From an optimization exercise on the open Yosys and OpenROAD flow, aimed at small area; shortcuts taken in it are not production practice. In this exercise RTL edits were held to simulation tests only and were not proved equivalent to the original. Power figures rest on the tool's default switching activity, not on a simulated workload. The clock port is modelled as an ideal driver; clocking choices that lean on that would not hold on a real chip.

Design bus_subsystem, start of the top module:
module bus_subsystem (
  input  logic        ck,
  input  logic        rst,
  output logic        master_in_notify,
  input  logic        master_in_sync,
  input  logic        master_in_trans,
  input  logic [31:0] master_in_addr,
  input  logic [31:0] master_in_data,
  output logic        master_out_notify,
  input  logic        master_out_sync,
  output logic        master_out_ack,
  output logic [31:0] master_out_data
);
Size: about 1,300 cells after synthesis, ~830 flip-flops, roughly 100 I/O pins, about 20,000 um2 of cells after synthesis.
clock: 4.0 ns
lec_check: 0
cap_margin: 20
core_margin: 2
core_utilization: 50
place_density: 0.65
slew_margin: 20
standard.sh (not shown) runs the stock make flow with config.mk's settings and CLKGATE_MAP_FILE= SYNTH_SCRIPT=/design/flow/synth_recipe.tcl, a recipe that flattens the netlist after the stock synthesis.
==> flow/flow/run.sh <==
#!/bin/bash
# The standard layout (standard.sh: ORFS floorplan, power grid, placement,
# routing) with these changes for cell area:
#  - synthesis: the standard flow's script, but ABC maps for area (flow/synth.tcl) and
#    small adders are left to ABC instead of half/full-adder cells,
#  - port buffers use the smallest buffer (every port still gets one),
#  - clock tree: clkbuf_8 sink clusters, no dummy loads.
# make's output goes to flow_make.log; ORFS's per-step logs stay in orfs/logs.
set -euo pipefail
here=$(pwd)
export AREA_ABC_SCRIPT=$here/flow/abc_area.script
bash standard.sh \
  "SYNTH_SCRIPT=$here/flow/synth.tcl" \
  "ADDER_MAP_FILE=" \
  "BUFFER_PORTS_ARGS=-buffer_cell sky130_fd_sc_hd__buf_1" \
  "CTS_ARGS=-sink_clustering_enable -repair_clock_nets -buf_list {sky130_fd_sc_hd__clkbuf_8 sky130_fd_sc_hd__clkbuf_16} -sink_clustering_size 24 -sink_clustering_max_diameter 70 -dont_use_dummy_load" \
  finish > flow_make.log 2>&1
==> flow/flow/abc_area.script <==
&get -n
&st
&dch
&nf -a -R 1000 -F 20 -A 20
&put
==> flow/flow/synth.tcl <==
# The standard flow's synthesis script (synth_recipe.tcl) with one change: ABC maps the
# combinational logic with an area-oriented script (abc_area.script beside
# this file) in place of ORFS's speed script. Everything else, flip-flop
# mapping included, is the standard synthesis, so the registers are the same.
proc synth {args} { yosys synth -nofsm -noshare {*}$args }
proc abc {args} {
  set i [lsearch -exact $args -script]
  if { $i >= 0 } { lset args [expr {$i + 1}] $::env(AREA_ABC_SCRIPT) }
  yosys abc {*}$args
}
source $::env(SCRIPTS_DIR)/synth.tcl
# left out here: clear keep_hierarchy, flatten, clean up, hide names made inside functions, write 1_2_yosys.v
Then changed:
--- a/flow/flow/run.sh
+++ b/flow/flow/run.sh
@@ -4,2 +4 @@
-#  - synthesis: the standard flow's script, but ABC maps for area (flow/synth.tcl) and
-#    small adders are left to ABC instead of half/full-adder cells,
+#  - synthesis: the standard flow's script, but ABC maps for area (flow/synth.tcl),
@@ -14 +12,0 @@
-  "ADDER_MAP_FILE=" \
@@ -16 +14 @@
-  "CTS_ARGS=-sink_clustering_enable -repair_clock_nets -buf_list {sky130_fd_sc_hd__clkbuf_8 sky130_fd_sc_hd__clkbuf_16} -sink_clustering_size 24 -sink_clustering_max_diameter 70 -dont_use_dummy_load" \
+  "CTS_ARGS=-sink_clustering_enable -repair_clock_nets -buf_list sky130_fd_sc_hd__clkbuf_8 -sink_clustering_size 20 -sink_clustering_max_diameter 55 -dont_use_dummy_load" \
==> flow/flow/abc_area.script (replaced) <==
&get -n
&st
&dch -f
&nf -a -R 1000
&st
&dch -f
&nf -a -R 1000
&put
- CAP_MARGIN: 20 -> 10
- CORE_UTILIZATION: 50 -> 40
- PLACE_DENSITY: 0.65 -> not set
- SLEW_MARGIN: 20 -> 10
After rerunning:
- setup slack is about the same
- sequential share of layout area fell by 0.84 points
- maximum frequency is about the same
- final cell count rose by 10%
- area after synthesis rose by 1.7%
Then changed:
--- a/flow/flow/run.sh
+++ b/flow/flow/run.sh
@@ -4 +4,2 @@
-#  - synthesis: the standard flow's script, but ABC maps for area (flow/synth.tcl),
+#  - synthesis: the standard flow's script, but ABC maps for area (flow/synth.tcl) and
+#    small adders are left to ABC instead of half/full-adder cells,
@@ -12,0 +14 @@
+  "ADDER_MAP_FILE=" \
@@ -14 +16 @@
-  "CTS_ARGS=-sink_clustering_enable -repair_clock_nets -buf_list sky130_fd_sc_hd__clkbuf_8 -sink_clustering_size 20 -sink_clustering_max_diameter 55 -dont_use_dummy_load" \
+  "CTS_ARGS=-sink_clustering_enable -repair_clock_nets -buf_list sky130_fd_sc_hd__clkbuf_16 -sink_clustering_size 36 -sink_clustering_max_diameter 70 -dont_use_dummy_load" \
==> flow/flow/abc_area.script (replaced) <==
&get -n
&st
&dch
&nf -a -R 1000 -F 20 -A 20
&put
- CAP_MARGIN: 10 -> 20
- CORE_UTILIZATION: 40 -> 50
- PLACE_DENSITY: not set -> 0.65
- SLEW_MARGIN: 10 -> 20
Non-clock buffer count grows by 1.
Worst setup slack gains 0.11 ns.
Combinational power decreases by about 20%.
Cell area fell by about 2.2%.
Final cell count decreases by 9.7%.
Clock power rose by about 5%.
Wire length shrinks by 5.1%.
Via count came out lower by about 3%.
Global-route usage rises by 3.5 points.
Total power rose by 0.66%.
Then changed:
--- a/flow/flow/run.sh
+++ b/flow/flow/run.sh
@@ -4,2 +4 @@
-#  - synthesis: the standard flow's script, but ABC maps for area (flow/synth.tcl) and
-#    small adders are left to ABC instead of half/full-adder cells,
+#  - synthesis: the standard flow's script, but ABC maps for area (flow/synth.tcl),
@@ -14 +12,0 @@
-  "ADDER_MAP_FILE=" \
@@ -16 +14 @@
-  "CTS_ARGS=-sink_clustering_enable -repair_clock_nets -buf_list sky130_fd_sc_hd__clkbuf_16 -sink_clustering_size 36 -sink_clustering_max_diameter 70 -dont_use_dummy_load" \
+  "CTS_ARGS=-sink_clustering_enable -repair_clock_nets -buf_list sky130_fd_sc_hd__clkbuf_8 -sink_clustering_size 20 -sink_clustering_max_diameter 55 -dont_use_dummy_load" \
==> flow/flow/abc_area.script (replaced) <==
&get -n
&st
&dch -f
&nf -a -R 1000
&st
&dch -f
&nf -a -R 1000
&put
- CORE_UTILIZATION: 50 -> 40
- GPL_TIMING_DRIVEN: not set -> 0
- PLACE_DENSITY: 0.65 -> not set
Outcome: The changed run completed without violations. Non-clock buffer count came out lower by 7. Total power stays flat. Global-route usage falls by 2.9 points.


Starting RTL as in the previous note.
// bus_subsystem
module bus_subsystem (
  input  logic        ck,
  input  logic        rst,
  output logic        master_in_notify,
  input  logic        master_in_sync,
  input  logic        master_in_trans,
  input  logic [31:0] master_in_addr,
  input  logic [31:0] master_in_data,
  output logic        master_out_notify,
  input  logic        master_out_sync,
  output logic        master_out_ack,
  output logic [31:0] master_out_data
);
clock: 4.0 ns
lec_check: 0
cap_margin: 20
core_margin: 2
core_utilization: 40
place_density: 0.5
slew_margin: 20
==> flow/flow/run.sh <==
#!/bin/bash
# The standard layout (standard.sh: ORFS floorplan, power grid, placement,
# routing) with these changes for cell area:
#  - synthesis: the standard flow's script, but ABC maps for area (flow/synth.tcl) and
#    small adders are left to ABC instead of half/full-adder cells,
#  - port buffers use the smallest buffer (every port still gets one),
#  - clock tree: clkbuf_8 sink clusters, no dummy loads.
# make's output goes to flow_make.log; ORFS's per-step logs stay in orfs/logs.
set -euo pipefail
here=$(pwd)
export AREA_ABC_SCRIPT=$here/flow/abc_area.script
bash standard.sh \
  "SYNTH_SCRIPT=$here/flow/synth.tcl" \
  "ADDER_MAP_FILE=" \
  "BUFFER_PORTS_ARGS=-buffer_cell sky130_fd_sc_hd__buf_1" \
  "CTS_ARGS=-sink_clustering_enable -repair_clock_nets -buf_list sky130_fd_sc_hd__clkbuf_8 -sink_clustering_size 19 -sink_clustering_max_diameter 65 -dont_use_dummy_load" \
  finish > flow_make.log 2>&1
==> flow/flow/abc_area.script <==
&get -n
&st
&dch
&nf -a -R 1000 -F 20 -A 20
&put
Scripts as last shown in full above: flow/flow/synth.tcl
The baseline ran to the end with no violations.
==> next run, changes <==
- CORE_UTILIZATION: 40 -> 55
- PLACE_DENSITY: 0.5 -> 0.7
The new run passed the timing, design-rule and antenna checks.
Non-clock buffer count fell by 6.
Final area fell by 1.7%.
Worst setup slack gets better by 0.16 ns.
Final cell count fell by about 10%.
Worst hold slack gets better by 0.0088 ns.
Total power fell by 0.85%.
Sequential share of layout area rose by 1.2 points.
==> next run, changes <==
==> flow/flow/run.sh (replaced) <==
#!/bin/bash
# The standard layout (standard.sh: ORFS floorplan, power grid, placement,
# routing) with these changes for cell area:
#  - synthesis: the standard flow's script, but ABC maps for area (flow/synth.tcl),
#  - port buffers use the smallest buffer (every port still gets one),
#  - clock tree: clkbuf_16 sink clusters, no dummy loads.
# make's output goes to flow_make.log; ORFS's per-step logs stay in orfs/logs.
set -euo pipefail
here=$(pwd)
export AREA_ABC_SCRIPT=$here/flow/abc_area.script
bash standard.sh \
  "SYNTH_SCRIPT=$here/flow/synth.tcl" \
  "BUFFER_PORTS_ARGS=-buffer_cell sky130_fd_sc_hd__buf_1" \
  "CTS_ARGS=-sink_clustering_enable -repair_clock_nets -buf_list sky130_fd_sc_hd__clkbuf_16 -sink_clustering_size 32 -sink_clustering_max_diameter 80 -dont_use_dummy_load" \
  finish > flow_make.log 2>&1
==> flow/flow/abc_area.script (replaced) <==
&get -n
&st
&dch -f
&nf -a -R 1000
&st
&dch -f
&nf -a -R 1000
&put
- CORE_UTILIZATION: 55 -> 40
- PLACE_DENSITY: 0.7 -> unset
Result:
- The changed run passed the timing, design-rule and antenna checks
- final area rose by a few percent
- total power rose by a few percent
- non-clock buffer count stays the same
- area after synthesis rose slightly
==> next run, changes <==
--- a/flow/flow/run.sh
+++ b/flow/flow/run.sh
@@ -4 +4,2 @@
-#  - synthesis: the standard flow's script, but ABC maps for area (flow/synth.tcl),
+#  - synthesis: the standard flow's script, but ABC maps for area (flow/synth.tcl) and
+#    small adders are left to ABC instead of half/full-adder cells,
@@ -6 +7 @@
-#  - clock tree: clkbuf_16 sink clusters, no dummy loads.
+#  - clock tree: clkbuf_8 sink clusters, no dummy loads.
@@ -12,0 +14 @@
+  "ADDER_MAP_FILE=" \
@@ -14 +16 @@
-  "CTS_ARGS=-sink_clustering_enable -repair_clock_nets -buf_list sky130_fd_sc_hd__clkbuf_16 -sink_clustering_size 32 -sink_clustering_max_diameter 80 -dont_use_dummy_load" \
+  "CTS_ARGS=-sink_clustering_enable -repair_clock_nets -buf_list sky130_fd_sc_hd__clkbuf_8 -sink_clustering_size 20 -sink_clustering_max_diameter 65 -dont_use_dummy_load" \
==> flow/flow/abc_area.script (replaced) <==
&get -n
&st
&dch
&nf -a -R 1000 -F 20 -A 20
&put
- CORE_UTILIZATION: 40 -> 55
- PLACE_DENSITY: unset -> 0.7
Result: The changed run passed the timing, design-rule and antenna checks. Clock skew fell by 0.026 ns. Clock-buffer cell count went up by 17. Wire length goes down by 6.6%. Synthesized area fell by 1.7%. Hold slack is worse by 0.029 ns. Via count is lower by 1.8%.

what the ideal ports hide:
No port has a modelled driver above. Below, the same layouts with a new extraction and two added sets of constraints.
Step 1 (the two cells are an assumption about what drives the block):
set clk [get_ports {ck}]
set_driving_cell -lib_cell sky130_fd_sc_hd__clkbuf_16 $clk
set_driving_cell -lib_cell sky130_fd_sc_hd__buf_2 [delete_from_list [all_inputs] $clk]
Step 2 adds t to the input delays and takes it off the output delays; t is the mean of the earliest and latest rising clock arrival at the registers after step 1. Input paths then give back, and output paths get back, about the clock's delay inside the block.
Slacks: ideal ports / drivers / drivers and shift; pairs: ideal ports / drivers.
run | t, ns | setup slack, ns | worst setup path after step 2 | latest minus earliest clock arrival (ns) | worst register clock-pin slew, ns
the first run of note 1 | 0.583 | 1.005 / 1.043 / 0.460 | input to register | 0.072 / 0.073 | 0.09 / 0.09
the second run of note 1 | 0.681 | 1.002 / 1.002 / 0.509 | input to register | 0.051 / 0.050 | 0.11 / 0.11
the third run of note 1 | 0.648 | 1.108 / 1.093 / 0.491 | input to register | 0.046 / 0.046 | 0.12 / 0.12
the fourth run of note 1 | 0.687 | 0.323 / 0.323 / -0.325 | input to register | 0.084 / 0.084 | 0.12 / 0.12
the first run of note 2 | 0.690 | 0.979 / 0.979 / 0.489 | input to register | 0.091 / 0.091 | 0.12 / 0.12
the second run of note 2 | 0.659 | 1.142 / 1.129 / 0.510 | input to register | 0.040 / 0.041 | 0.11 / 0.11
the third run of note 2 | 0.639 | 0.998 / 0.998 / 0.499 | input to register | 0.053 / 0.054 | 0.11 / 0.11
the fourth run of note 2 | 0.651 | 1.125 / 1.116 / 0.500 | input to register | 0.029 / 0.028 | 0.12 / 0.12
Met with ideal ports but missed after step 2: setup timing in the fourth run of note 1. The setup slack of the fourth run of note 1, which loses most, moves by 0.000 ns with the drivers and by -0.648 ns with both steps.
